What follows belongs to an exercise in optimizing a design on an open flow for small area, a short achievable clock period and few clock cycles; a production flow would make more cautious choices.
The RTL was checked by simulation tests, not by an equivalence proof against the original design.

--- design/flow/config.mk ---
export PLATFORM = sky130hd
export DESIGN_NAME = ascii_integer_parser
export DESIGN_NICKNAME = ascii_integer_parser
export VERILOG_FILES = /design/flow/design.v
export SDC_FILE = /design/flow/constraint.sdc
export NUM_CORES = 4
export LEC_CHECK = 0
export CAP_MARGIN = 20
export CORE_MARGIN = 2
export CORE_UTILIZATION = 40
export SLEW_MARGIN = 20
--- design/flow/constraint.sdc ---
create_clock -name core_clock -period 9.0 [get_ports {clk}]
set_input_delay 1.8000 -clock core_clock [delete_from_list [all_inputs] [get_ports {clk}]]
set_output_delay 1.8000 -clock core_clock [all_outputs]
set_load 0.01 [all_outputs]
--- design/flow/design.v ---
package aip_pkg;
	localparam logic [7:0] CH_NUL = 8'h00;
	localparam logic [7:0] CH_ZERO = 8'h30;
	localparam logic [7:0] CH_X = 8'h78;
	localparam logic [7:0] CH_MINUS = 8'h2d;
	localparam logic [4:0] BASE_AUTO = 5'd0;
	localparam logic [4:0] BASE_DEC = 5'd10;
	localparam logic [4:0] BASE_HEX = 5'd16;
endpackage
module aip_core (
	input  logic [63:0] acc,
	input  logic [2:0]  one,
	input  logic [2:0]  two,
	input  logic [1:0]  neg,
	input  logic [3:0]  d,
	output logic [63:0] nxt
);
	logic [63:0] r0, r1, r2;
	logic [64:0] a;
	logic [63:0] x, y;
	assign a = {acc, 1'b0};
	always_comb begin
		for (int j = 0; j < 64; j++) begin
			r0[j] = ((one[0] & a[j+1]) | (two[0] & a[j])) ^ neg[0];
			r1[j] = ((one[1] & a[j+1]) | (two[1] & a[j])) ^ neg[1];
			r2[j] = (one[2] & a[j+1]) | (two[2] & a[j]);
		end
	end
	always_comb begin
		x = '0;
		y = '0;
		x[0] = r0[0];
		y[0] = d[0];
		x[1] = r0[1];
		y[1] = d[1];
		x[2] = r0[2] ^ r1[0] ^ d[2];
		y[3] = (r0[2] & r1[0]) | (r0[2] & d[2]) | (r1[0] & d[2]);
		y[2] = neg[1];
		x[3] = r0[3] ^ r1[1] ^ d[3];
		y[4] = (r0[3] & r1[1]) | (r0[3] & d[3]) | (r1[1] & d[3]);
		for (int j = 4; j < 64; j++) begin
			x[j] = r0[j] ^ r1[j-2] ^ r2[j-4];
			if (j < 63)
				y[j+1] = (r0[j] & r1[j-2]) | (r0[j] & r2[j-4]) | (r1[j-2] & r2[j-4]);
		end
	end
	aip_add u_add (
		.x   (x),
		.y   (y),
		.cin (neg[0]),
		.s   (nxt)
	);
endmodule
module aip_add (
	input  logic [63:0] x,
	input  logic [63:0] y,
	input  logic        cin,
	output logic [63:0] s
);
	logic [63:0] p0;
	logic [64:0] g [0:6];
	logic [64:0] p [0:6];
	always_comb begin
		p0 = x ^ y;
		g[0][0] = cin;
		p[0][0] = 1'b0;
		for (int i = 0; i < 64; i++) begin
			g[0][i+1] = x[i] & y[i];
			p[0][i+1] = p0[i];
		end
		for (int l = 1; l <= 6; l++) begin
			for (int i = 0; i < 65; i++) begin
				if ((i >> (l-1)) & 1) begin
					g[l][i] = g[l-1][i] | (p[l-1][i] & g[l-1][((i >> (l-1)) << (l-1)) - 1]);
					p[l][i] = p[l-1][i] & p[l-1][((i >> (l-1)) << (l-1)) - 1];
				end else begin
					g[l][i] = g[l-1][i];
					p[l][i] = p[l-1][i];
				end
			end
		end
		for (int i = 0; i < 64; i++)
			s[i] = p0[i] ^ g[6][i];
	end
endmodule
module ascii_integer_parser (
	input  logic                     clk,
	input  logic                     arst_n,
	input  logic                     item_valid,
	output logic                     item_stall,
	input  logic [8:0]               item,
	output logic                     result_valid,
	input  logic                     result_stall,
	output logic [79:0]              result,
	input  logic                     cfg_we,
	input  logic                     cfg_index,
	input  logic [4:0]               cfg_data
);
	logic [4:0]  base_sel_q;
	logic        sgn_q;
	always_ff @(posedge clk or negedge arst_n) begin
		if (!arst_n) begin
			base_sel_q <= aip_pkg::BASE_AUTO;
			sgn_q <= 1'b1;
		end else if (cfg_we) begin
			if (cfg_index) sgn_q <= cfg_data[0];
			else base_sel_q <= cfg_data;
		end
	end
	logic        ph_prefix, ph_zero, ph_auto0, ph_auto0x, ph_digits;
	logic        neg;
	logic [4:0]  base;
	logic        hex;
	logic        op_v;           
	logic        op_ld;          
	logic [2:0]  op_one, op_two;
	logic [1:0]  op_neg;
	logic [3:0]  op_d;
	logic        op_cset;        
	logic [1:0]  op_cval;
	logic        op_cinc;        
	logic        op_emit;
	logic        rv;
	logic        hold;
	logic        take;
	assign hold = op_v && rv && result_stall;
	assign item_stall = hold;
	assign take = item_valid && !hold;
	logic [7:0]  c;
	logic        f;
	assign c = item[8:1];
	assign f = item[0];
	logic        is_dec, is_hl, is_x, is_zero, is_minus, is_nul;
	logic [3:0]  dval;
	assign is_dec = (c[7:4] == 4'h3) && (c[3:0] <= 4'd9);
	assign is_hl = (c[7:6] == 2'b01) && (c[4:3] == 2'b00) && (c[2:0] != 3'd0) && (c[2:0] != 3'd7);
	assign is_x = (c == aip_pkg::CH_X);
	assign is_zero = (c == aip_pkg::CH_ZERO);
	assign is_minus = (c == aip_pkg::CH_MINUS);
	assign is_nul = (c == aip_pkg::CH_NUL);
	assign dval = is_dec ? c[3:0] : (c[3:0] + 4'd9);
	logic        auto_sel;
	logic [4:0]  first_base;
	logic        first_hex;
	assign auto_sel = (base_sel_q == aip_pkg::BASE_AUTO);
	assign first_base = auto_sel ? aip_pkg::BASE_DEC : base_sel_q;
	assign first_hex = (base_sel_q == aip_pkg::BASE_HEX);
	logic [2:0]  b_one, b_two;
	logic [1:0]  b_neg;
	always_comb begin
		b_one[0] = base[0];
		b_two[0] = base[1] & ~base[0];
		b_neg[0] = base[1];
		b_one[1] = base[2] ^ base[1];
		b_two[1] = (base[3] & ~base[2] & ~base[1]) | (~base[3] & base[2] & base[1]);
		b_neg[1] = base[3];
		b_one[2] = base[4] ^ base[3];
		b_two[2] = base[4] & base[3];
	end
	logic        hex_eff, digit;
	logic        n_prefix, n_zero, n_auto0, n_auto0x, n_digits;
	logic        n_neg;
	logic [4:0]  n_base;
	logic        n_hex;
	logic        o_ld;
	logic [2:0]  o_one, o_two;
	logic [1:0]  o_neg;
	logic [3:0]  o_d;
	logic        o_cset;
	logic [1:0]  o_cval;
	logic        o_cinc;
	logic        o_emit;
	always_comb begin
		hex_eff = f ? first_hex : ph_auto0x ? 1'b1 : ph_auto0 ? 1'b0 : hex;
		digit = is_dec || (is_hl && hex_eff);
		n_prefix = ph_prefix;
		n_zero = ph_zero;
		n_auto0 = ph_auto0;
		n_auto0x = ph_auto0x;
		n_digits = ph_digits;
		n_neg = neg;
		n_base = base;
		n_hex = hex;
		o_ld = 1'b0;
		o_one = b_one;
		o_two = b_two;
		o_neg = b_neg;
		o_d = dval;
		o_cset = 1'b0;
		o_cval = 2'd1;
		o_cinc = 1'b0;
		o_emit = 1'b0;
		if (f) begin
			o_ld = 1'b1;
			o_one = 3'd0;
			o_two = 3'd0;
			o_neg = 2'd0;
			o_cset = 1'b1;
			n_prefix = 1'b0;
			n_zero = 1'b0;
			n_auto0 = 1'b0;
			n_auto0x = 1'b0;
			n_digits = 1'b0;
			n_neg = 1'b0;
			n_base = first_base;
			n_hex = first_hex;
			if (auto_sel && is_zero) begin
				o_d = 4'd0;
				n_auto0 = 1'b1;
			end else if (sgn_q && is_minus) begin
				o_d = 4'd0;
				n_neg = 1'b1;
				n_prefix = 1'b1;
			end else if (first_hex && is_zero) begin
				o_d = 4'd0;
				n_zero = 1'b1;
			end else if (digit) begin
				n_digits = 1'b1;
			end else begin
				o_d = 4'd0;
				o_cval = 2'd0;
				o_emit = 1'b1;
			end
		end else if (ph_prefix && hex && is_zero) begin
			o_cinc = 1'b1;
			n_prefix = 1'b0;
			n_zero = 1'b1;
		end else if (ph_zero && is_x) begin
			o_cinc = 1'b1;
			n_zero = 1'b0;
			n_digits = 1'b1;
		end else if (ph_auto0 && is_x) begin
			n_auto0 = 1'b0;
			n_auto0x = 1'b1;
		end else if (ph_auto0x && is_nul) begin
			n_base = aip_pkg::BASE_DEC;
			n_hex = 1'b0;
			n_auto0x = 1'b0;
			o_emit = 1'b1;
		end else if (ph_prefix || ph_zero || ph_auto0 || ph_auto0x || ph_digits) begin
			if (ph_auto0) begin
				n_base = aip_pkg::BASE_DEC;
				n_hex = 1'b0;
			end
			if (ph_auto0x) begin
				n_base = aip_pkg::BASE_HEX;
				n_hex = 1'b1;
				o_cset = 1'b1;
				o_cval = 2'd2;
			end
			n_prefix = 1'b0;
			n_zero = 1'b0;
			n_auto0 = 1'b0;
			n_auto0x = 1'b0;
			if (digit) begin
				o_ld = 1'b1;
				if (ph_auto0x) o_cval = 2'd3;
				else o_cinc = 1'b1;
				n_digits = 1'b1;
			end else begin
				o_ld = neg;
				o_one = 3'b001;
				o_two = 3'd0;
				o_neg = 2'b01;
				o_d = 4'd0;
				o_emit = 1'b1;
				n_digits = 1'b0;
			end
		end
	end
	always_ff @(posedge clk or negedge arst_n) begin
		if (!arst_n) begin
			ph_prefix <= 1'b0;
			ph_zero <= 1'b0;
			ph_auto0 <= 1'b0;
			ph_auto0x <= 1'b0;
			ph_digits <= 1'b0;
		end else if (take) begin
			ph_prefix <= n_prefix;
			ph_zero <= n_zero;
			ph_auto0 <= n_auto0;
			ph_auto0x <= n_auto0x;
			ph_digits <= n_digits;
		end
	end
	always_ff @(posedge clk) begin
		if (take) begin
			neg <= n_neg;
			base <= n_base;
			hex <= n_hex;
		end
	end
	always_ff @(posedge clk or negedge arst_n) begin
		if (!arst_n) begin
			op_v <= 1'b0;
		end else if (!hold) begin
			op_v <= take && (o_ld || o_cset || o_cinc || o_emit);
		end
	end
	always_ff @(posedge clk) begin
		if (!hold) begin
			op_ld <= take && o_ld;
			op_one <= o_one;
			op_two <= o_two;
			op_neg <= o_neg;
			op_d <= o_d;
			op_cset <= take && o_cset;
			op_cval <= o_cval;
			op_cinc <= take && o_cinc;
			op_emit <= take && o_emit;
		end
	end
	logic [63:0] acc;
	logic [63:0] acc_nxt;
	logic [15:0] cnt;
	aip_core u_core (
		.acc (acc),
		.one (op_one),
		.two (op_two),
		.neg (op_neg),
		.d   (op_d),
		.nxt (acc_nxt)
	);
	always_ff @(posedge clk) begin
		if (op_ld && !hold) acc <= acc_nxt;
		if (!hold) begin
			if (op_cset) cnt <= {14'd0, op_cval};
			else if (op_cinc && cnt != 16'hFFFF) cnt <= cnt + 16'd1;
		end
	end
	always_ff @(posedge clk or negedge arst_n) begin
		if (!arst_n) rv <= 1'b0;
		else if (!(rv && result_stall)) rv <= op_v && op_emit;
	end
	assign result_valid = rv;
	assign result = {acc, cnt};
endmodule
--- design/flow/run.sh ---
#!/bin/bash
# synth_recipe.tcl (not shown) runs the flow's synth.tcl, then flattens the netlist and writes it again
# the make line also repeats each setting of config.mk as NAME=value (left out here)
make -C /OpenROAD-flow-scripts/flow DESIGN_CONFIG=/design/flow/config.mk WORK_HOME=/design/flow/orfs CLKGATE_MAP_FILE= SYNTH_SCRIPT=/design/flow/synth_recipe.tcl finish
==> metrics.yaml, run 1 <==
grt:
  grt_max_degree: 64
  grt-ovfl-total: 0
  grt_pass1_wl_mm: 50.4
  grt_util_all_layers_pct: 20.2
  grt_antenna_before_repair: 0
  grt_pass1_vias: 9641
setup_path:
  cp.buffers_inverters: 2
  crit_path_max_incr_delay_ns: 1.03
  crit_required_ns: 9.17
  worst-setup-path-type: "flip-flop to flip-flop"
  crit_path_end_kind: "flip-flop"
  cp_top_family: "compound AO/OA/AOI/OAI gates"
  cp_cell_sequence: "buf_4, a22oi_1, xor2_1, fa_1, inv_1, ha_1, a21o_1, a31o_1, a221oi_2, nand4_2, a32o_1, o22ai_2, o21ai_2, a41oi_2, xnor2_1"
  cpMaxStageDelayCell: "edfxtp_1"
  cp_max_fo: 43
  startpoint_type: "flip-flop"
  arrival_ns: 5.46
synthesis:
  syn_nets: 1371
  synthFlopType: "edfxtp_1"
  synth_edf_count: 105
  synth_cell_types: 73
  ys_ff_latch: 118
  synthCells: 1217
  synth_area_um2: 11800
  yosysSeqAreaShare_pct: 29.5
  avgSynthCellArea_um2: 9.70
  synth_async_sr_flop_share_pct: 11.0
  yosysWarnings: 5
clock_network:
  insertion_delay_ns: 0.42
  clk_path_buf_depth: 2
  clock-root-buffer: "clkbuf_16"
  cts_buffers: 17
  cts.sinks: 118
  cts_tree: "built"
  ctsResizeCount: 0
  htree_levels: 4
  cts_hold_buf: 0
  clkTransAtPathRegs_ns: 0.06
  post_cts.repair.setup_buffers: 0
die:
  start_util_pct: 40.9
  dieArea_um2: 30900
  coreArea_um2: 28900
  die_x_um: 176
  fp.dieH_um: 176
  io_pins: 102
  rows: 62
sta:
  maxSlewViolCount: 0
  clock_skew_ns: 0.0101
  tightestPinTransition_ns: 1.04
  fin_crit_sh_pct: 58.8
  hold_slack_ns: 0.511
  worst_slew_margin_rel_pct: 30.8
  grt_setup_unrepaired: "false"
  hold_viol: 0
  tns_ns: 0
  finalSetupViolations: 0
  clock.fmax_mhz: 189
  min_period_ns: 5.29
route:
  vias: 9527
  drtAntennaViolNets: 0
  firstDrtPassIters: 5
  drtIter0Drc: 637
  vias_per_cell: 5.66
  wirelength_mm: 30.4
  drcViolationCount: 0
  wl_per_cell_um: 18.0
cells_and_area:
  fin_nets: 1441
  syn2layout_area_growth_pct: 16.6
  drive_gt1_share_pct: 5.85
  final_cell_mix: "a22oi_1 (169), inv_1 (133), xor2_1 (113)"
  final_common_cell: "a22oi_1"
  n_fill_cell: 2779
  diodes: 0
job:
  max_cap_viol_count: 0
min_path:
  hold_path_class: "flip-flop to flip-flop"
status:
  status: "timing/DRC/antenna clean"
place:
  io_buffer_count: 101
  dp_hpwl_mm: 21.0
  place_congestion: 0.831
[state kept, by name (all words and copies together) (netlist names), 2 cells and up]
name,flops
op_one,3
op_neg,2
cnt,16
op_cval,2
acc,64
base,5
op_two,3
base_sel_q,5
op_d,4
[synth_stat cells (6+ instances only)]
cell | count | area share, %
ha_1 | 68 | 7.2
a22oi_1 | 169 | 11
and3_1 | 7 | 0.37
clkbuf_1 | 57 | 1.8
nor2b_1 | 6 | 0.32
nor2_1 | 67 | 2.1
or3_1 | 11 | 0.58
a22o_1 | 15 | 1.1
nor3_1 | 20 | 0.85
o21bai_1 | 6 | 0.38
a21oi_1 | 41 | 1.7
inv_1 | 133 | 4.2
edfxtp_1 | 105 | 27
o21ai_0 | 24 | 1.0
o21a_1 | 9 | 0.57
xor2_1 | 113 | 8.4
nand4_1 | 12 | 0.64
dfrtp_1 | 12 | 2.5
fa_1 | 66 | 11
mux2_2 | 7 | 0.67
buf_1 | 8 | 0.25
xnor2_1 | 76 | 5.6
nand2_1 | 40 | 1.3
and2_1 | 11 | 0.58
a21o_1 | 17 | 1.1
nand3_1 | 28 | 1.2
[per-layer routing]
metal	GRT usage [%]	share of wire (%)	wire [µm]	vias to the layer above
met1	28.5	48	14500	4747
met5	0	0	0	-
met4	5.41	1.2	365	0
li1	-	-	-	4528
met2	32.1	46	14100	220
met3	3.40	4.8	1470	32
[worst paths after layout]
| path | from | endpoint | slack [ns] | cells after the start |
|---|---|---|---|---|
| worst max-delay path | op_one[0]$_SDFFCE_PP0N_ | acc[54]$_DFFE_PP_ | 3.71 | 15 |
| worst min-delay path | op_emit$_DFFE_PN_ | rv$_DFFE_PN0N_ | 0.51 | 1 |
| worst max register to register | op_one[0]$_SDFFCE_PP0N_ | acc[54]$_DFFE_PP_ | 3.71 | 15 |
| worst min register to register | op_emit$_DFFE_PN_ | rv$_DFFE_PN0N_ | 0.51 | 1 |
| max in group asynchronous | arst_n | op_v$_DFFE_PN0N_ | 6.87 | 1 |
| min in group asynchronous | arst_n | base_sel_q[3]$_DFFE_PN0P_ | 1.75 | 1 |
[layout make-up]
cell class	instances	area [µm²]	share of cell area, %
timing repair buffer	118	1140	8.27
inverter	133	499	3.63
clock buffer	20	437	3.17
multi-input combinational	899	7570	55.0
sequential	118	3480	25.3
clock inverter	12	154	1.12
tap	384	480	3.49
[stage by stage]
| stage | cell area (µm²) | util, % | setup slack, ns | std cells |
|---|---|---|---|---|
| after floorplan | 11800 | - | 4.58 | 1217 |
| after global placement | 13200 | 45.6 | 3.86 | 1652 |
| after detailed placement | 13200 | 45.6 | 3.76 | 1652 |
| after CTS | 13800 | 47.7 | 3.69 | 1684 |
| after global routing | 13800 | 47.7 | 3.38 | 1684 |
| final | 13800 | 47.7 | 3.71 | 1684 |
[cells by family (layout without fill, tap and decap cells)]
logic type	after synthesis	count (layout)	share of synthesized area [%]
and+or+nand+nor	226	226	9.43
AOI/OAI and AO/OA	339	339	21.3
xor gates and xnor gates	189	189	14.0
DFF	118	118	29.5
adders and majority gates	134	134	18.4
buffers and inverters	200	283	6.40
muxes	11	11	1.01
Testbench counts, summed over its fixed seeds: cycles 48,268.
==> inputs of run 2 (changes only) <==
--- a/design/flow/config.mk
+++ b/design/flow/config.mk
@@ -6,6 +6,8 @@
 export NUM_CORES = 4
 export LEC_CHECK = 0
+export ABC_CLOCK_PERIOD_IN_PS = 3500
 export CAP_MARGIN = 20
 export CORE_MARGIN = 2
 export CORE_UTILIZATION = 40
+export SETUP_SLACK_MARGIN = 5
 export SLEW_MARGIN = 20
==> run 2 against run 1 <==
Against the previous run: still clean; cell area is 11% higher; global-route usage is 1.9 points higher; die area is the same; first-iteration DRC count increased by 5.0%; core utilization up 5.3 points; worst hold slack got worse by 0.0057 ns; via count increased by 5.0%; maximum frequency up 28%; clock-buffer cell count up 2; largest cell class unchanged; highest routed layer unchanged.
==> metrics.yaml, run 2 <==
status:
  status: "timing/DRC/antenna clean"  # unchanged
route:
  wirelength_mm: 33.9  # was 30.4 mm
  vias_per_cell: 5.77  # was 5.66
  drcViolationCount: 0  # unchanged
  drtIter0Drc: 669  # was 637
  vias: 10005  # was 9527
  firstDrtPassIters: 5  # unchanged
  wl_per_cell_um: 19.6  # was 18.0 µm
  drtAntennaViolNets: 0  # unchanged
sta:
  finalSetupViolations: 0  # unchanged
  worst_slew_margin_rel_pct: 48.1  # was 30.8%
  clock.fmax_mhz: 243  # was 189 MHz
  maxSlewViolCount: 0  # unchanged
  min_period_ns: 4.12  # was 5.29 ns
  clock_skew_ns: 0.0143  # was 0.0101 ns
  grt_setup_unrepaired: "true"  # was false
  fin_crit_sh_pct: 45.8  # was 58.8%
  hold_viol: 0  # unchanged
  tightestPinTransition_ns: 0.779  # was 1.04 ns
  tns_ns: 0  # unchanged
die:
  die_x_um: 176  # unchanged
  start_util_pct: 40.9  # unchanged
  fp.dieH_um: 176  # unchanged
  coreArea_um2: 28900  # unchanged
  io_pins: 102  # unchanged
  dieArea_um2: 30900  # unchanged
  rows: 62  # unchanged
synthesis:
  synth_top_family_by_area: "compound AO/OA/AOI/OAI gates"  # unchanged
  avgSynthCellArea_um2: 9.70  # unchanged
  yosysWarnings: 5  # unchanged
  synth_async_sr_flop_share_pct: 11.0  # unchanged
  synth_area_leaders: "edfxtp_1 (27%), fa_1 (11%), a22oi_1 (11%)"  # unchanged
  synthAdderAreaFrac_pct: 18.4  # unchanged
  synth_cell_types: 73  # unchanged
  synth_compound_area_share_pct: 21.3  # unchanged
  synthSimpleGateAreaFrac_pct: 9.43  # unchanged
  synthFlopType: "edfxtp_1"  # unchanged
  synth-xor-area-share_pct: 14.0  # unchanged
  ys_ff_latch: 118  # unchanged
  syn_nets: 1371  # unchanged
  synthCells: 1217  # unchanged
  yosys-top-cells-count: "a22oi_1 (169), inv_1 (133), xor2_1 (113)"  # unchanged
  synth.area.mux_share_pct: 1.01  # unchanged
  yosysMostFrequentCell: "a22oi_1"  # unchanged
  synth_area_um2: 11800  # unchanged
  yosysSeqAreaShare_pct: 29.5  # unchanged
  netlist.area_leader.share_pct: 26.7  # unchanged
  synth_top_cell_by_area: "edfxtp_1"  # unchanged
  synth_edf_count: 105  # unchanged
clock_network:
  cts_hold_buf: 0  # unchanged
  cts.sinks: 118  # unchanged
  cts_buffers: 17  # unchanged
  clk_path_buf_depth: 2  # unchanged
  cts_tree: "built"  # unchanged
  clock-root-buffer: "clkbuf_16"  # unchanged
  clkTransAtPathRegs_ns: 0.06  # about the same
  htree_levels: 4  # unchanged
  insertion_delay_ns: 0.42  # about the same
cells_and_area:
  regArea_um2: 3480  # unchanged
  multi_input_area_um2: 8450  # was 7570 µm²
  regMostFlops: "acc"  # unchanged
  final_util_pct: 53.0  # was 47.7%
  drive_gt1_share_pct: 18.2  # was 5.85%
  final_common_cell: "a22oi_1"  # unchanged
  fin_nets: 1490  # was 1441
  fin_cells: 1733  # was 1684
  final_cell_mix: "a22oi_1 (150), inv_1 (126), xor2_1 (108)"  # was a22oi_1 (169), inv_1 (133), xor2_1 (113)
  top_regs: "acc: 64 flops, cnt: 16 flops"  # unchanged
  largest_register_ffs: 64  # unchanged
  diodes: 0  # unchanged
  syn2layout_area_growth_pct: 29.4  # was 16.6%
  n_fill_cell: 2572  # was 2779
setup_path:
  crit_path_max_incr_delay_ns: 0.55  # was 1.03 ns
  cp_max_fo: 5  # was 43
  worst-setup-path-type: "flip-flop to flip-flop"  # unchanged
  cp_cell_sequence: "buf_6, buf_6, buf_16, a22oi_2, xor2_2, fa_2, inv_2, ha_4, a21o_1, a31o_1, a221oi_4, o41ai_4, a32o_2, o22ai_4, o21ai_4, nand4_1, o311ai_2"  # was buf_4, a22oi_1, xor2_1, fa_1, inv_1, ha_1, a21o_1, a31o_1, a221oi_2, nand4_2, a32o_1, o22ai_2, o21ai_2, a41oi_2, xnor2_1
  cp.buffers_inverters: 4  # was 2
  crit_required_ns: 9.13  # was 9.17 ns
  crit_top_cell: "buf_6"
  startpoint_type: "flip-flop"  # unchanged
  cp_top_family: "compound AO/OA/AOI/OAI gates"  # unchanged
  crit_path_end_kind: "flip-flop"  # unchanged
  arrival_ns: 4.24  # was 5.46 ns
  cpMaxStageDelayCell: "fa_2"  # was edfxtp_1
place:
  dp_hpwl_mm: 20.8  # was 21.0 mm
  place_congestion: 0.825  # was 0.831
  dp_cells: 1651  # was 1652
  io_buffer_count: 101  # unchanged
grt:
  grt_util_all_layers_pct: 22.1  # was 20.2%
  grt-ovfl-total: 0  # unchanged
  grt_antenna_before_repair: 0  # unchanged
  grt_pass1_wl_mm: 54.6  # was 50.4 mm
  grt_pass1_vias: 9953  # was 9641
  grt_max_degree: 61  # was 64
min_path:
  hold_path_class: "flip-flop to flip-flop"  # unchanged
job:
  max_cap_viol_count: 0  # unchanged
[run 2: cell counts after synthesis]
Identical to the previous run, type by type.
[run 2: what timing repair did]
action                                  CTS  global route
setup buffers                            29            13
pin swaps                                56            58
gates cloned                              7             1
gates resized for setup                 118            79
endpoints found under the setup margin   80            51
[run 2: cell families after synthesis]
kind of cell | count (synthesis)
flops | 118
simple gates | 226
xor+xnor | 189
buf+inv | 200
compound gates | 339
fa+ha+maj | 134
mux | 11
[run 2: worst register-to-register path, delay by kind of cell (launching register included)]
kind	cells	cell delay, ns
AOI/OAI and AO/OA	9	1.99
xor gates and xnor gates	1	0.11
adders and majority gates	2	0.70
buffers and inverters	4	0.49
DFF	1	0.43
and+or+nand+nor	1	0.12
[run 2: worst paths after layout]
kind	from	to	slack (ns)	cells past startpoint
max in group asynchronous	arst_n	base_sel_q[0]$_DFFE_PN0P_	6.85	1
min	op_emit$_DFFE_PN_	rv$_DFFE_PN0N_	0.51	1
max	op_two[0]$_SDFFCE_PP0N_	acc[53]$_DFFE_PP_	4.88	17
min in group asynchronous	arst_n	base_sel_q[4]$_DFFE_PN0P_	1.76	1
max reg2reg	op_two[0]$_SDFFCE_PP0N_	acc[53]$_DFFE_PP_	4.88	17
min reg2reg	op_emit$_DFFE_PN_	rv$_DFFE_PN0N_	0.51	1
[run 2: cell type report]
| class | count | share of cell area (%) |
|---|---|---|
| clock buffers | 22 | 3.32 |
| clock inverters | 10 | 0.524 |
| inverters | 133 | 3.27 |
| multi-input cells | 900 | 55.3 |
| flip-flops and latches | 118 | 22.8 |
| well taps | 384 | 3.14 |
| repair buffers | 166 | 11.7 |
[run 2: per-layer routing]
layer | GRT usage, % | vias to the layer above | wire length (µm)
met3 | 3.83 | 38 | 2190
met4 | 5.37 | 0 | 468
met5 | 0 | - | 0
met2 | 36.5 | 373 | 16400
li1 | - | 4632 | -
met1 | 30.3 | 4962 | 14900
[run 2: metrics by stage]
stage / cell area (µm²) / hold slack (ns) / setup WS (ns)
final: 15300 / 0.506 / 4.88
after global routing: 15300 / 0.563 / 4.75
after CTS: 14800 / 0.513 / 4.94
after detailed placement: 13200 / 0.475 / 3.84
after global placement: 13200 / 0.490 / 3.88
after floorplan: 11800 / 0.439 / 5.01
==> inputs of run 3 (changes only) <==
--- a/design/flow/config.mk
+++ b/design/flow/config.mk
@@ -6,8 +6,8 @@
 export NUM_CORES = 4
 export LEC_CHECK = 0
-export ABC_CLOCK_PERIOD_IN_PS = 3500
+export ABC_AREA = 1
 export CAP_MARGIN = 20
 export CORE_MARGIN = 2
 export CORE_UTILIZATION = 40
-export SETUP_SLACK_MARGIN = 5
+export SETUP_SLACK_MARGIN = 4.5
 export SLEW_MARGIN = 20
==> run 3 against run 2 <==
Against the previous run: setup slack got worse by 0.27 ns; synthesized cell count is 41% higher; worst hold slack worse by 0.034 ns; global-route usage decreased by 2.1 points; final cell count increased by 30%; maximum frequency is 6.1% lower.
==> metrics.yaml, run 3 <==
place:
  place_ws_ns: 4.04  # was 3.84 ns
  dp_hpwl_mm: 23.6  # was 20.8 mm
  place_congestion: 0.867  # was 0.825
  io_buffer_count: 101  # unchanged
clock_network:
  cts_buffers: 17  # unchanged
  cts_tree: "built"  # unchanged
  clk_path_buf_depth: 2  # unchanged
  clkTransAtPathRegs_ns: 0.06  # about the same
  htree_levels: 4  # unchanged
  cts.sinks: 118  # unchanged
  insertion_delay_ns: 0.45  # was 0.42 ns
  clock-root-buffer: "clkbuf_16"  # unchanged
job:
  max_cap_viol_count: 0  # unchanged
route:
  vias: 11448  # was 10005
  wirelength_mm: 32.8  # was 33.9 mm
  vias_per_cell: 5.09  # was 5.77
  wl_per_cell_um: 14.6  # was 19.6 µm
  drtIter0Drc: 729  # was 669
  drcViolationCount: 0  # unchanged
  firstDrtPassIters: 5  # unchanged
  drtAntennaViolNets: 0  # unchanged
grt:
  grt_pass1_wl_mm: 54.9  # was 54.6 mm
  grt_util_all_layers_pct: 20.0  # was 22.1%
  grt_antenna_before_repair: 0  # unchanged
  grt-ovfl-total: 0  # unchanged
  grt_pass1_vias: 11235  # was 9953
  grt_max_degree: 65  # was 61
min_path:
  hold_path_class: "flip-flop to flip-flop"  # unchanged
setup_path:
  startpoint_type: "input pin"  # was flip-flop
  worst-setup-path-type: "input pin to output pin"  # was flip-flop to flip-flop
  crit_required_ns: 7.20  # was 9.13 ns
  arrival_ns: 2.58  # was 4.24 ns
  cp_max_fo: 2  # was 5
  crit_path_end_kind: "output pin"  # was flip-flop
sta:
  tightestPinTransition_ns: 0.943  # was 0.779 ns
  min_period_ns: 4.38  # was 4.12 ns
  worst_slew_margin_rel_pct: 37.1  # was 48.1%
  layout_setup_ws_ns: 4.62  # was 4.88 ns
  clock.fmax_mhz: 228  # was 243 MHz
  grt_setup_unrepaired: "false"  # was true
  hold_viol: 0  # unchanged
  maxSlewViolCount: 0  # unchanged
  finalSetupViolations: 0  # unchanged
  fin_crit_sh_pct: 48.7  # was 45.8%
  clock_skew_ns: 0.0137  # was 0.0143 ns
  tns_ns: 0  # unchanged
synthesis:
  synthFlopType: "edfxtp_1"  # unchanged
  synth_area_um2: 13100  # was 11800 µm²
  yosysMostFrequentCell: "inv_1"  # was a22oi_1
  synthCells: 1718  # was 1217
  netlist.area_leader.share_pct: 24.2  # was 26.7%
  synth_top_cell_by_area: "edfxtp_1"  # unchanged
  avgSynthCellArea_um2: 7.60  # was 9.70 µm²
  yosys-top-cells-count: "inv_1 (364), nand2_1 (292), o22ai_1 (183)"  # was a22oi_1 (169), inv_1 (133), xor2_1 (113)
  synth_async_sr_flop_share_pct: 11.0  # unchanged
  ys_ff_latch: 118  # unchanged
  yosysSeqAreaShare_pct: 26.7  # was 29.5%
  synth_area_leaders: "edfxtp_1 (24%), inv_1 (10%), fa_1 (10%)"  # was edfxtp_1 (27%), fa_1 (11%), a22oi_1 (11%)
  syn_nets: 1872  # was 1371
  synth_edf_count: 105  # unchanged
  yosysWarnings: 5  # unchanged
  synth_cell_types: 48  # was 73
cells_and_area:
  final_cell_mix: "inv_1 (362), nand2_1 (291), o22ai_1 (183)"  # was a22oi_1 (150), inv_1 (126), xor2_1 (108)
  largest_register_ffs: 64  # unchanged
  final_util_pct: 46.5  # was 53.0%
  top_regs: "acc: 64 flops, cnt: 16 flops"  # unchanged
  regMostFlops: "acc"  # unchanged
  final_common_cell: "inv_1"  # was a22oi_1
  syn2layout_area_growth_pct: 15.4  # was 29.4%
  diodes: 0  # unchanged
  fin_nets: 1946  # was 1490
  drive_gt1_share_pct: 5.43  # was 18.2%
die:
  rows: 66  # was 62
  dieArea_um2: 34100  # was 30900 µm²
  io_pins: 102  # unchanged
  start_util_pct: 40.3  # was 40.9%
  die_x_um: 185  # was 176 µm
  fp.dieH_um: 185  # was 176 µm
  coreArea_um2: 32400  # was 28900 µm²
status:
  status: "timing/DRC/antenna clean"  # unchanged
[run 3: changes by cell type in the layout (fill, tap and decap cells not counted), sizes merged, moves of 43 or more]
cell / before / now
a22oi: 169 / 0
nand2: 40 / 314
xnor2: 76 / 10
o22ai: 1 / 183
buf: 62 / 12
inv: 140 / 379
a21oi: 43 / 86
[run 3: area by class of cell]
cell class | instances | area (µm²)
flip-flops and latches | 118 | 3480
well taps | 442 | 553
clock buffers | 18 | 429
clock inverters | 14 | 153
fillers | 3250 | 17300
inverters | 379 | 1430
repair buffers | 113 | 1120
multi-input cells | 1163 | 7890
[run 3: routing by layer]
layer	vias up	wire, µm	GRT usage, %	part of all wire, %
met3	45	1300	2.83	4.0
met1	5392	15200	26.7	46
met5	-	0	0	0
li1	5754	-	-	-
met2	257	15500	33.0	47
met4	0	690	7.11	2.1
[run 3: critical path, stage by stage]
cell             delay (ns)
clkdlybuf4s50_1        0.47
nand2_2                0.07
nor2_4                 0.11
buf_2                  0.13
[run 3: cell families after synthesis]
family          Yosys count  synth area share (%)
compound gates          335                  15.2
xor+xnor                151                  10.1
fa+ha+maj               134                  16.6
buf+inv                 437                  13.1
flops                   118                  26.7
mux                       3                 0.249
simple gates            540                  18.1
[run 3: final timing paths]
kind                                         startpoint                     to  slack [ns]  cells past startpoint
worst max-delay path                       result_stall             item_stall        4.62                      4
worst min-delay path                  op_emit$_DFFE_PN_         rv$_DFFE_PN0N_        0.47                      2
worst max register to register  op_one[0]$_SDFFCE_PP0N_      acc[32]$_DFFE_PP_        4.72                     16
worst min register to register        op_emit$_DFFE_PN_         rv$_DFFE_PN0N_        0.47                      2
max in group asynchronous                        arst_n         rv$_DFFE_PN0N_        6.84                      1
min in group asynchronous                        arst_n  ph_prefix$_DFFE_PN0P_        1.75                      1
[run 3: what timing repair did]
item                       4_1_cts  5_1_grt
hold buffers                     0        0
buffers inserted                 1        0
setup endpoints to repair       17       21
gates resized for setup         11        9
gates cloned                     0        0
pin swaps                        1        0
[run 3: through the flow]
step                hold WS [ns]  area, µm²  instances
floorplan                  0.426      13100       1718
finish                     0.472      15100       2247
CTS                        0.483      15000       2247
global route               0.493      15100       2247
global placement           0.457      14400       2214
detailed placement         0.466      14400       2214
==> inputs of run 4 (changes only) <==
--- a/design/flow/config.mk
+++ b/design/flow/config.mk
@@ -6,5 +6,5 @@
 export NUM_CORES = 4
 export LEC_CHECK = 0
-export ABC_AREA = 1
+export ABC_CLOCK_PERIOD_IN_PS = 4000
 export CAP_MARGIN = 20
 export CORE_MARGIN = 2
==> run 4 against run 3 <==
Against the previous run: clock skew shrank 0.0065 ns; die area down 9.3%; cell area shrank 7.5%; sequential share of layout area up 1.9 points; critical path depth is the same; final cell count is 25% lower; still clean on timing, DRC and antenna; wire length down 5.7%; maximum frequency about the same; synthesized cell count shrank 29%; largest cell class unchanged.
==> metrics.yaml, run 4 <==
synthesis:
  yosysWarnings: 5  # unchanged
  synthFlopType: "edfxtp_1"  # unchanged
  ys_ff_latch: 118  # unchanged
  synth_area_leaders: "edfxtp_1 (27%), fa_1 (11%), a22oi_1 (11%)"  # was edfxtp_1 (24%), inv_1 (10%), fa_1 (10%)
  synthCells: 1217  # was 1718
  synth_cell_types: 73  # was 48
  avgSynthCellArea_um2: 9.70  # was 7.60 µm²
  synth_edf_count: 105  # unchanged
  syn_nets: 1371  # was 1872
  synth_area_um2: 11800  # was 13100 µm²
  synth_async_sr_flop_share_pct: 11.0  # unchanged
  yosysMostFrequentCell: "a22oi_1"  # was inv_1
  netlist.area_leader.share_pct: 26.7  # was 24.2%
  yosysSeqAreaShare_pct: 29.5  # was 26.7%
  yosys-top-cells-count: "a22oi_1 (169), inv_1 (133), xor2_1 (113)"  # was inv_1 (364), nand2_1 (292), o22ai_1 (183)
  synth_top_cell_by_area: "edfxtp_1"  # unchanged
sta:
  tns_ns: 0  # unchanged
  worst_slew_margin_rel_pct: 43.0  # was 37.1%
  fin_crit_sh_pct: 48.8  # was 48.7%
  hold_viol: 0  # unchanged
  clock_skew_ns: 0.00729  # was 0.0137 ns
  finalSetupViolations: 0  # unchanged
  grt_setup_unrepaired: "false"  # unchanged
  min_period_ns: 4.39  # was 4.38 ns
  tightestPinTransition_ns: 0.854  # was 0.943 ns
  clock.fmax_mhz: 228  # about the same
  maxSlewViolCount: 0  # unchanged
die:
  start_util_pct: 40.9  # was 40.3%
  coreArea_um2: 28900  # was 32400 µm²
  fp.dieH_um: 176  # was 185 µm
  dieArea_um2: 30900  # was 34100 µm²
  rows: 62  # was 66
  die_x_um: 176  # was 185 µm
  io_pins: 102  # unchanged
route:
  drcViolationCount: 0  # unchanged
  drtIter0Drc: 619  # was 729
  wirelength_mm: 30.9  # was 32.8 mm
  vias: 9585  # was 11448
  wl_per_cell_um: 18.3  # was 14.6 µm
  vias_per_cell: 5.67  # was 5.09
  firstDrtPassIters: 5  # unchanged
  drtAntennaViolNets: 0  # unchanged
cells_and_area:
  fin_area_um2: 13900  # was 15100 µm²
  drive_gt1_share_pct: 6.66  # was 5.43%
  top_regs: "acc: 64 flops, cnt: 16 flops"  # unchanged
  diodes: 0  # unchanged
  syn2layout_area_growth_pct: 17.9  # was 15.4%
  final_cell_mix: "a22oi_1 (169), inv_1 (133), xor2_1 (113)"  # was inv_1 (362), nand2_1 (291), o22ai_1 (183)
  fin_cells: 1690  # was 2247
  regMostFlops: "acc"  # unchanged
  fin_nets: 1447  # was 1946
  multi_input_area_um2: 7630  # was 7890 µm²
  largest_register_ffs: 64  # unchanged
  regArea_um2: 3480  # unchanged
  final_common_cell: "a22oi_1"  # was inv_1
  n_fill_cell: 2755  # was 3250
setup_path:
  cp_max_fo: 2  # unchanged
  cp-startpoint: "result_stall"  # unchanged
  crit_required_ns: 7.20  # about the same
  crit_path_end_kind: "output pin"  # unchanged
  arrival_ns: 2.59  # was 2.58 ns
  ff2ff_path_depth: 15  # was 16
  worst-setup-path-type: "input pin to output pin"  # unchanged
  reg2reg_to: "acc[54]$_DFFE_PP_"  # was acc[32]$_DFFE_PP_
  rrSetupSlack_ns: 4.73  # was 4.72 ns
  reg2reg_from: "op_two[0]$_SDFFCE_PP0N_"  # was op_one[0]$_SDFFCE_PP0N_
  startpoint_type: "input pin"  # unchanged
  endpoint: "item_stall"  # unchanged
grt:
  grt_max_degree: 64  # was 65
  grt_util_all_layers_pct: 20.2  # was 20.0%
  grt-ovfl-total: 0  # unchanged
  grt_antenna_before_repair: 0  # unchanged
  grt_pass1_vias: 9668  # was 11235
  grt_pass1_wl_mm: 50.5  # was 54.9 mm
clock_network:
  clkTransAtPathRegs_ns: 0.06  # about the same
  insertion_delay_ns: 0.42  # was 0.45 ns
  cts_buffers: 17  # unchanged
  clock-root-buffer: "clkbuf_16"  # unchanged
  clk_path_buf_depth: 2  # unchanged
  cts_hold_buf: 0  # unchanged
  cts_tree: "built"  # unchanged
  cts.sinks: 118  # unchanged
  htree_levels: 4  # unchanged
place:
  dp_cells: 1652  # was 2214
  placed_area_um2: 13200  # was 14400 µm²
  place_congestion: 0.831  # was 0.867
  dp_hpwl_mm: 21.0  # was 23.6 mm
  io_buffer_count: 101  # unchanged
min_path:
  hold_depth: 1  # was 2
  hold_path_class: "flip-flop to flip-flop"  # unchanged
status:
  status: "timing/DRC/antenna clean"  # unchanged
job:
  max_cap_viol_count: 0  # unchanged
==> run 4: cell count changes in the layout (fill, tap and decap cells not counted), sizes merged, moves of 14 or more <==
cell,before,now
a22oi,0,169
a21oi,86,43
nand2,314,40
xnor2,10,76
nor2,109,67
nand3,71,28
a22o,1,15
xor2,141,113
inv,379,134
o22ai,183,1
==> run 4: area by class of cell <==
class                   instances  share of cell area [%]
clock buffers                  20                    3.14
clock inverters                12                    1.11
inverters                     133                    3.59
multi-input cells             899                    54.8
flip-flops and latches        118                    25.0
well taps                     384                    3.45
repair buffers                124                    8.91
==> run 4: kinds of logic (layout without fill, tap and decap cells) <==
| family | Yosys count | after routing | synth area share (%) |
|---|---|---|---|
| buffers and inverters | 200 | 289 | 6.40 |
| flip-flops | 118 | 118 | 29.5 |
| multiplexers | 11 | 11 | 1.01 |
| adder cells (fa/ha/maj) | 134 | 134 | 18.4 |
| XOR/XNOR | 189 | 189 | 14.0 |
| AO/OA/AOI/OAI | 339 | 339 | 21.3 |
| AND/OR/NAND/NOR | 226 | 226 | 9.43 |
==> run 4: stage by stage <==
stage	hold WS, ns	worst slack [ns]	utilization (%)
after CTS	0.497	4.49	47.8
after floorplan	0.439	4.58	-
after global routing	0.516	4.45	48.2
after global placement	0.488	3.86	45.6
after detailed placement	0.478	3.76	45.6
final	0.501	4.61	48.2
==> run 4: worst min-delay path by stage <==
stage / start / to / slack (ns)
final: op_emit$_DFFE_PN_ / rv$_DFFE_PN0N_ / 0.50
after global routing: op_emit$_DFFE_PN_ / rv$_DFFE_PN0N_ / 0.52
after CTS: op_emit$_DFFE_PN_ / rv$_DFFE_PN0N_ / 0.50
after detailed placement: op_emit$_DFFE_PN_ / rv$_DFFE_PN0N_ / 0.48
after global placement: op_emit$_DFFE_PN_ / rv$_DFFE_PN0N_ / 0.49
after floorplan: op_emit$_DFFE_PN_ / rv$_DFFE_PN0N_ / 0.44
==> run 4: per-layer routing <==
metal,track usage (%),vias up,wire length [µm]
li1,-,4543,-
met1,28.5,4730,14500
met2,31.9,271,14200
met3,3.38,41,1640
met4,5.99,0,487
met5,0,-,0
==> run 4: worst max-delay path: stages <==
cell	delay (ns)
clkdlybuf4s50_1	0.48
nand3_1	0.10
inv_1	0.08
buf_2	0.12
==> run 4: what timing repair did <==
action / CTS / global route
pin swaps: 0 / 2
cloned: 0 / 1
resized for setup: 5 / 20
endpoints found under the setup margin: 55 / 37
setup buffers: 4 / 1
==> inputs of run 5 (changes only) <==
--- a/design/flow/config.mk
+++ b/design/flow/config.mk
@@ -9,5 +9,6 @@
 export CAP_MARGIN = 20
 export CORE_MARGIN = 2
-export CORE_UTILIZATION = 40
+export CORE_UTILIZATION = 65
+export CTS_BUF_LIST = sky130_fd_sc_hd__clkbuf_4 sky130_fd_sc_hd__clkbuf_8
 export SETUP_SLACK_MARGIN = 4.5
 export SLEW_MARGIN = 20
==> run 5 against run 4 <==
Against the previous run: sequential cell count stayed put; clock skew is 0.012 ns higher; register-to-register slack worse by 0.06 ns; via count is 1.5% higher; global-route usage is 10 points higher; first-iteration DRC count is 62% higher; clock-buffer cell count is 2 lower; cell area is 2.5% lower; final cell count is 9.6% lower; die area is 38% lower; largest cell class unchanged.
==> metrics.yaml, run 5 <==
status:
  status: "timing/DRC/antenna clean"  # unchanged
place:
  io_buffer_count: 101  # unchanged
  dp_cells: 1494  # was 1652
  place_ws_ns: 4.10  # was 3.76 ns
  placed_area_um2: 13000  # was 13200 µm²
  dp_hpwl_mm: 19.5  # was 21.0 mm
  place_congestion: 0.923  # was 0.831
min_path:
  hold_path_class: "flip-flop to flip-flop"  # unchanged
synthesis:
  ys_ff_latch: 118  # unchanged
  synth_area_um2: 11800  # unchanged
  yosys-top-cells-count: "a22oi_1 (169), inv_1 (133), xor2_1 (113)"  # unchanged
  synthCells: 1217  # unchanged
  synthFlopType: "edfxtp_1"  # unchanged
  synth_top_cell_by_area: "edfxtp_1"  # unchanged
  synth_edf_count: 105  # unchanged
  syn_nets: 1371  # unchanged
  yosysMostFrequentCell: "a22oi_1"  # unchanged
  yosysWarnings: 5  # unchanged
  synth_cell_types: 73  # unchanged
  avgSynthCellArea_um2: 9.70  # unchanged
  yosysSeqAreaShare_pct: 29.5  # unchanged
  synth_async_sr_flop_share_pct: 11.0  # unchanged
  synth_area_leaders: "edfxtp_1 (27%), fa_1 (11%), a22oi_1 (11%)"  # unchanged
  netlist.area_leader.share_pct: 26.7  # unchanged
route:
  vias: 9725  # was 9585
  wl_per_cell_um: 19.2  # was 18.3 µm
  vias_per_cell: 6.37  # was 5.67
  drtAntennaViolNets: 0  # unchanged
  drtIter0Drc: 1002  # was 619
  wirelength_mm: 29.4  # was 30.9 mm
  firstDrtPassIters: 7  # was 5
  drcViolationCount: 0  # unchanged
clock_network:
  clk_path_buf_depth: 2  # unchanged
  cts_hold_buf: 0  # unchanged
  clock-root-buffer: "clkbuf_8"  # was clkbuf_16
  cts_tree: "built"  # unchanged
  cts.sinks: 118  # unchanged
  cts_buffers: 17  # unchanged
  clkTransAtPathRegs_ns: 0.08  # was 0.06 ns
  post_cts.repair.setup_buffers: 0  # was 4
  insertion_delay_ns: 0.46  # was 0.42 ns
  htree_levels: 4  # unchanged
setup_path:
  crit_required_ns: 9.35  # was 7.20 ns
  cp_max_fo: 5  # was 2
  startpoint_type: "input pin"  # unchanged
  crit_path_end_kind: "flip-flop"  # was output pin
  worst-setup-path-type: "input pin to flip-flop"  # was input pin to output pin
  rrSetupSlack_ns: 4.67  # was 4.73 ns
  arrival_ns: 4.76  # was 2.59 ns
die:
  dieArea_um2: 19300  # was 30900 µm²
  start_util_pct: 66.0  # was 40.9%
  coreArea_um2: 17900  # was 28900 µm²
  fp.dieH_um: 139  # was 176 µm
  rows: 49  # was 62
  io_pins: 102  # unchanged
  die_x_um: 139  # was 176 µm
sta:
  clock.fmax_mhz: 227  # was 228 MHz
  layout_setup_ws_ns: 4.59  # was 4.61 ns
  clock_skew_ns: 0.0198  # was 0.00729 ns
  worst_slew_margin_rel_pct: 38.2  # was 43.0%
  fin_crit_sh_pct: 49.0  # was 48.8%
  hold_viol: 0  # unchanged
  finalSetupViolations: 0  # unchanged
  min_period_ns: 4.41  # was 4.39 ns
  maxSlewViolCount: 0  # unchanged
  grt_setup_unrepaired: "true"  # was false
  tns_ns: 0  # unchanged
  tightestPinTransition_ns: 0.927  # was 0.854 ns
grt:
  grt_util_all_layers_pct: 30.3  # was 20.2%
  grt-ovfl-total: 0  # unchanged
  grt_pass1_vias: 9514  # was 9668
  grt_util_met1_pct: 42.8  # was 28.5%
  grt_max_degree: 67  # was 64
  top_usage_layer: "met2"  # unchanged
  grt_use_met2_pct: 48.3  # was 31.9%
  met3_usage_pct: 5.70  # was 3.38%
  grt_pass1_wl_mm: 48.0  # was 50.5 mm
  grt_antenna_before_repair: 0  # unchanged
cells_and_area:
  top_regs: "acc: 64 flops, cnt: 16 flops"  # unchanged
  final_cell_mix: "a22oi_1 (169), inv_1 (133), xor2_1 (113)"  # unchanged
  multi_input_area_um2: 7640  # was 7630 µm²
  fin_nets: 1439  # was 1447
  final_util_pct: 75.8  # was 48.2%
  fin_area_um2: 13600  # was 13900 µm²
  diodes: 0  # unchanged
  regMostFlops: "acc"  # unchanged
  drive_gt1_share_pct: 6.32  # was 6.66%
  syn2layout_area_growth_pct: 15.0  # was 17.9%
  regArea_um2: 3480  # unchanged
  n_fill_cell: 1309  # was 2755
  largest_register_ffs: 64  # unchanged
  final_common_cell: "a22oi_1"  # unchanged
  fin_cells: 1527  # was 1690
job:
  max_cap_viol_count: 0  # unchanged
==> run 5: layout make-up <==
cell class / instances / share of cell area (%)
multi-input combinational: 899 / 56.3
sequential: 118 / 25.6
timing repair buffer: 116 / 9.14
inverter: 133 / 3.68
tap: 229 / 2.11
clock buffer: 18 / 1.78
clock inverter: 14 / 1.39
==> run 5: worst paths after layout <==
| kind | from | endpoint | depth (start not counted) |
|---|---|---|---|
| worst max-delay path | item[1] | ph_zero$_DFFE_PN0P_ | 12 |
| worst min-delay path | op_emit$_DFFE_PN_ | rv$_DFFE_PN0N_ | 1 |
| worst max register to register | op_one[0]$_SDFFCE_PP0N_ | acc[22]$_DFFE_PP_ | 15 |
| worst min register to register | op_emit$_DFFE_PN_ | rv$_DFFE_PN0N_ | 1 |
| max in group asynchronous | arst_n | ph_digits$_DFFE_PN0P_ | 1 |
| min in group asynchronous | arst_n | rv$_DFFE_PN0N_ | 1 |
==> run 5: metal layers <==
metal	up-vias	routed length [µm]
met3	38	2270
met5	-	0
met2	453	14200
met1	4696	12500
met4	0	398
li1	4538	-
==> run 5: cell families after synthesis <==
group / Yosys count / synth area share [%]
xor gates and xnor gates: 189 / 14.0
buffers and inverters: 200 / 6.40
DFF: 118 / 29.5
adders and majority gates: 134 / 18.4
and+or+nand+nor: 226 / 9.43
muxes: 11 / 1.01
AOI/OAI and AO/OA: 339 / 21.3
==> run 5: metrics by stage <==
stage	hold slack (ns)
final	0.523
after global routing	0.552
after CTS	0.520
after detailed placement	0.492
after global placement	0.474
after floorplan	0.439
==> run 5: worst max-delay path, cell delays in order <==
cell             delay, ns
clkdlybuf4s50_1       0.47
inv_1                 0.11
ha_1                  0.20
nand2b_1              0.10
or4_1                 0.49
or3_1                 0.40
nor2_1                0.34
nor2_1                0.12
or3_1                 0.40
nor2b_1               0.16
nand3_1               0.09
o21ai_1               0.06
==> run 5: what timing repair did <==
item | 4_1_cts | 5_1_grt
endpoints found under the setup margin | 38 | 37
gates resized for setup | 13 | 28
cloned | 0 | 1
pin swaps | 0 | 2
==> inputs of run 6 (changes only) <==
==> design/flow/flow/run.sh (new file) <==
#!/bin/bash
# The standard layout, with plain buf_1 cells as the port buffers instead of the
# delay buffers buffer_ports picks by default.
set -euo pipefail
bash standard.sh "BUFFER_PORTS_ARGS=-buffer_cell sky130_fd_sc_hd__buf_1" finish > make_finish.log 2>&1
==> design/flow/standard.sh (new file) <==
#!/bin/bash
# synth_recipe.tcl (not shown) runs the flow's synth.tcl, then flattens the netlist and writes it again
# the make line also repeats each setting of config.mk as NAME=value (left out here)
make -C /OpenROAD-flow-scripts/flow DESIGN_CONFIG=/design/flow/config.mk WORK_HOME=/design/flow/orfs CLKGATE_MAP_FILE= SYNTH_SCRIPT=/design/flow/synth_recipe.tcl "${@:-finish}"
--- a/design/flow/config.mk
+++ b/design/flow/config.mk
@@ -9,6 +9,5 @@
 export CAP_MARGIN = 20
 export CORE_MARGIN = 2
-export CORE_UTILIZATION = 65
-export CTS_BUF_LIST = sky130_fd_sc_hd__clkbuf_4 sky130_fd_sc_hd__clkbuf_8
+export CORE_UTILIZATION = 40
 export SETUP_SLACK_MARGIN = 4.5
 export SLEW_MARGIN = 20
removed: design/flow/run.sh
==> run 6 against run 5 <==
Against the previous run: critical path type is now flip-flop to flip-flop; sequential cell count unchanged; core utilization decreased by 29 points; largest cell class unchanged; first-iteration DRC count decreased by 26%; highest routed layer unchanged.
==> metrics.yaml, run 6 <==
setup_path:
  ff2ff_path_depth: 15  # unchanged
  crit_required_ns: 9.17  # was 9.35 ns
  reg2reg_from: "op_two[1]$_SDFFCE_PP0N_"  # was op_one[0]$_SDFFCE_PP0N_
  startpoint_type: "flip-flop"  # was input pin
  arrival_ns: 4.47  # was 4.76 ns
  crit_path_end_kind: "flip-flop"  # unchanged
  cp_max_fo: 19  # was 5
  reg2reg_to: "acc[54]$_DFFE_PP_"  # was acc[22]$_DFFE_PP_
  cp-startpoint: "op_two[1]$_SDFFCE_PP0N_"  # was item[1]
  worst-setup-path-type: "flip-flop to flip-flop"  # was input pin to flip-flop
  rrSetupSlack_ns: 4.70  # was 4.67 ns
synthesis:
  avgSynthCellArea_um2: 9.70  # unchanged
  synthCells: 1217  # unchanged
  synth_edf_count: 105  # unchanged
  synthFlopType: "edfxtp_1"  # unchanged
  ys_ff_latch: 118  # unchanged
  netlist.area_leader.share_pct: 26.7  # unchanged
  synth_cell_types: 73  # unchanged
  yosys-top-cells-count: "a22oi_1 (169), inv_1 (133), xor2_1 (113)"  # unchanged
  synth_async_sr_flop_share_pct: 11.0  # unchanged
  synth_area_leaders: "edfxtp_1 (27%), fa_1 (11%), a22oi_1 (11%)"  # unchanged
  syn_nets: 1371  # unchanged
  synth_top_cell_by_area: "edfxtp_1"  # unchanged
  yosysWarnings: 5  # unchanged
  yosysMostFrequentCell: "a22oi_1"  # unchanged
  yosysSeqAreaShare_pct: 29.5  # unchanged
  synth_area_um2: 11800  # unchanged
route:
  vias: 9670  # was 9725
  vias_per_cell: 5.71  # was 6.37
  wl_met3_mm: 2.32  # was 2.27 mm
  wl_met2_mm: 14.9  # was 14.2 mm
  drtIter0Drc: 743  # was 1002
  drtAntennaViolNets: 0  # unchanged
  firstDrtPassIters: 6  # was 7
  wl_met1_mm: 14.4  # was 12.5 mm
  top_layer_used: "met4"  # unchanged
  drcViolationCount: 0  # unchanged
  wl_per_cell_um: 18.9  # was 19.2 µm
  wirelength_mm: 32.0  # was 29.4 mm
cells_and_area:
  top_regs: "acc: 64 flops, cnt: 16 flops"  # unchanged
  fin_cells: 1695  # was 1527
  syn2layout_area_growth_pct: 13.7  # was 15.0%
  fin_nets: 1452  # was 1439
  n_fill_cell: 2751  # was 1309
  final_common_cell: "a22oi_1"  # unchanged
  drive_gt1_share_pct: 7.02  # was 6.32%
  largest_register_ffs: 64  # unchanged
  diodes: 0  # unchanged
  regMostFlops: "acc"  # unchanged
  final_cell_mix: "a22oi_1 (169), inv_1 (133), xor2_1 (113)"  # unchanged
sta:
  worst_slew_margin_rel_pct: 42.5  # was 38.2%
  grt_setup_unrepaired: "true"  # unchanged
  clock.fmax_mhz: 233  # was 227 MHz
  fin_crit_sh_pct: 47.7  # was 49.0%
  min_period_ns: 4.30  # was 4.41 ns
  tns_ns: 0  # unchanged
  clock_skew_ns: 0.0128  # was 0.0198 ns
  finalSetupViolations: 0  # unchanged
  maxSlewViolCount: 0  # unchanged
  hold_viol: 0  # unchanged
  tightestPinTransition_ns: 0.863  # was 0.927 ns
clock_network:
  cts_tree: "built"  # unchanged
  clock-root-buffer: "clkbuf_16"  # was clkbuf_8
  cts.sinks: 118  # unchanged
  clk_path_buf_depth: 2  # unchanged
  cts_buffers: 17  # unchanged
  clkTransAtPathRegs_ns: 0.06  # was 0.08 ns
  insertion_delay_ns: 0.42  # was 0.46 ns
  htree_levels: 4  # unchanged
min_path:
  hp-start: "op_emit$_DFFE_PN_"  # unchanged
  hold_depth: 1  # unchanged
  hold_path_class: "flip-flop to flip-flop"  # unchanged
  hold_end: "rv$_DFFE_PN0N_"  # unchanged
die:
  io_pins: 102  # unchanged
  fp.dieH_um: 176  # was 139 µm
  die_x_um: 176  # was 139 µm
  dieArea_um2: 30900  # was 19300 µm²
  coreArea_um2: 28900  # was 17900 µm²
  rows: 62  # was 49
  start_util_pct: 40.9  # was 66.0%
place:
  dp_cells: 1649  # was 1494
  place_congestion: 0.826  # was 0.923
  io_buffer_count: 101  # unchanged
  dp_hpwl_mm: 20.8  # was 19.5 mm
job:
  max_cap_viol_count: 0  # unchanged
grt:
  grt_pass1_wl_mm: 51.0  # was 48.0 mm
  grt_pass1_vias: 9629  # was 9514
  grt_antenna_before_repair: 0  # unchanged
  grt_max_degree: 67  # unchanged
  grt-ovfl-total: 0  # unchanged
  grt_util_all_layers_pct: 20.3  # was 30.3%
status:
  status: "timing/DRC/antenna clean"  # unchanged
## run 6: cell counts after synthesis
Identical to the previous run, type by type.
## run 6: how the worst max path moves through the flow
| stage | end | slack [ns] | depth (start not counted) |
|---|---|---|---|
| 5_1_grt | acc[54]$_DFFE_PP_ | 4.50 | 15 |
| 4_1_cts | acc[54]$_DFFE_PP_ | 4.52 | 15 |
| 6_report | acc[54]$_DFFE_PP_ | 4.70 | 15 |
| 3_5_place_dp | acc[54]$_DFFE_PP_ | 3.69 | 15 |
| 3_3_place_gp | acc[54]$_DFFE_PP_ | 3.77 | 15 |
| 2_1_floorplan | item_stall | 4.58 | 2 |
## run 6: per-layer routing
layer / vias up / track usage, %
li1: 4558 / -
met1: 4714 / 28.7
met2: 361 / 32.3
met3: 37 / 3.46
met4: 0 / 5.41
met5: - / 0
## run 6: worst max-delay path, cell delays in order, from the launching register on
cell and delay (ns):
edfxtp_1 0.51, buf_12 0.22, a22oi_1 0.20, xor2_1 0.12, fa_1 0.52, inv_1 0.05, ha_1 0.35, a21o_1 0.20
a31o_1 0.25, a221oi_4 0.41, o41ai_4 0.21, a32o_2 0.34, o22ai_4 0.19, o21ai_2 0.15, a41oi_2 0.22, xnor2_1 0.08
## run 6: timing repair
item                                   in CTS  in global routing
gates cloned                                0                  4
setup buffers                               5                  5
hold buffers                                0                  0
endpoints found under the hold margin       0                  0
pin swaps                                   0                  2
setup endpoints to repair                  56                 29
resized for setup                          11                 21
## run 6: kinds of logic after synthesis
| kind of cell | share of synthesized area [%] |
|---|---|
| buf+inv | 6.40 |
| xor+xnor | 14.0 |
| compound gates | 21.3 |
| flops | 29.5 |
| mux | 1.01 |
| fa+ha+maj | 18.4 |
| simple gates | 9.43 |
## run 6: layout make-up
type                       instances  area, µm²  area share, %
inverter                         133        499           3.72
tap                              384        480           3.58
clock buffer                      22        518           3.86
sequential                       118       3480           25.9
timing repair buffer             129        747           5.56
multi-input combinational        899       7620           56.8
clock inverter                    10       77.6          0.578
## run 6: metrics by stage
stage | setup WS (ns) | utilization, % | instance area, µm² | hold WS [ns]
final | 4.70 | 46.5 | 13400 | 0.500
after global routing | 4.50 | 46.5 | 13400 | 0.523
after CTS | 4.52 | 45.8 | 13200 | 0.506
after detailed placement | 3.69 | 43.4 | 12500 | 0.471
after global placement | 3.77 | 43.4 | 12500 | 0.479
after floorplan | 4.58 | - | 11800 | 0.439

-- separate check: timing with driven ports --
In the flow no input, the clock included, has a driving cell. The finished layouts below were timed again as built, in two steps. Step 1 (the two cells are an assumption about what drives the block):
set clk [get_ports {clk}]
set_driving_cell -lib_cell sky130_fd_sc_hd__clkbuf_16 $clk
set_driving_cell -lib_cell sky130_fd_sc_hd__buf_2 [delete_from_list [all_inputs] $clk]
Step 2, shift: input delay + t, output delay - t, t = (earliest + latest rising clock arrival at the registers) / 2. This alone moves slack from input paths to output paths. Slacks: no drivers / after step 1 / after step 2; pairs: no drivers / after step 1.
| run | t, ns | setup WS [ns] | worst setup path after step 2 | worst data-port slew with drivers (ns) |
|---|---|---|---|---|
| run 1 | 0.469 | 3.712 / 3.712 / 3.712 | register to register | 0.03 |
| run 2 | 0.466 | 4.882 / 4.882 / 4.688 | input to register | 0.03 |
| run 3 | 0.488 | 4.616 / 4.593 / 4.544 | input to register | 0.03 |
| run 4 | 0.468 | 4.612 / 4.584 / 4.293 | input to register | 0.03 |
| run 5 | 0.495 | 4.591 / 4.600 / 4.118 | input to register | 0.03 |
| run 6 | 0.465 | 4.705 / 4.701 / 4.426 | input to register | 0.04 |
After both steps every run listed still meets setup and hold. For run 5, which loses most, drivers alone change the setup slack by +0.009 ns; drivers and shift together by -0.473 ns.
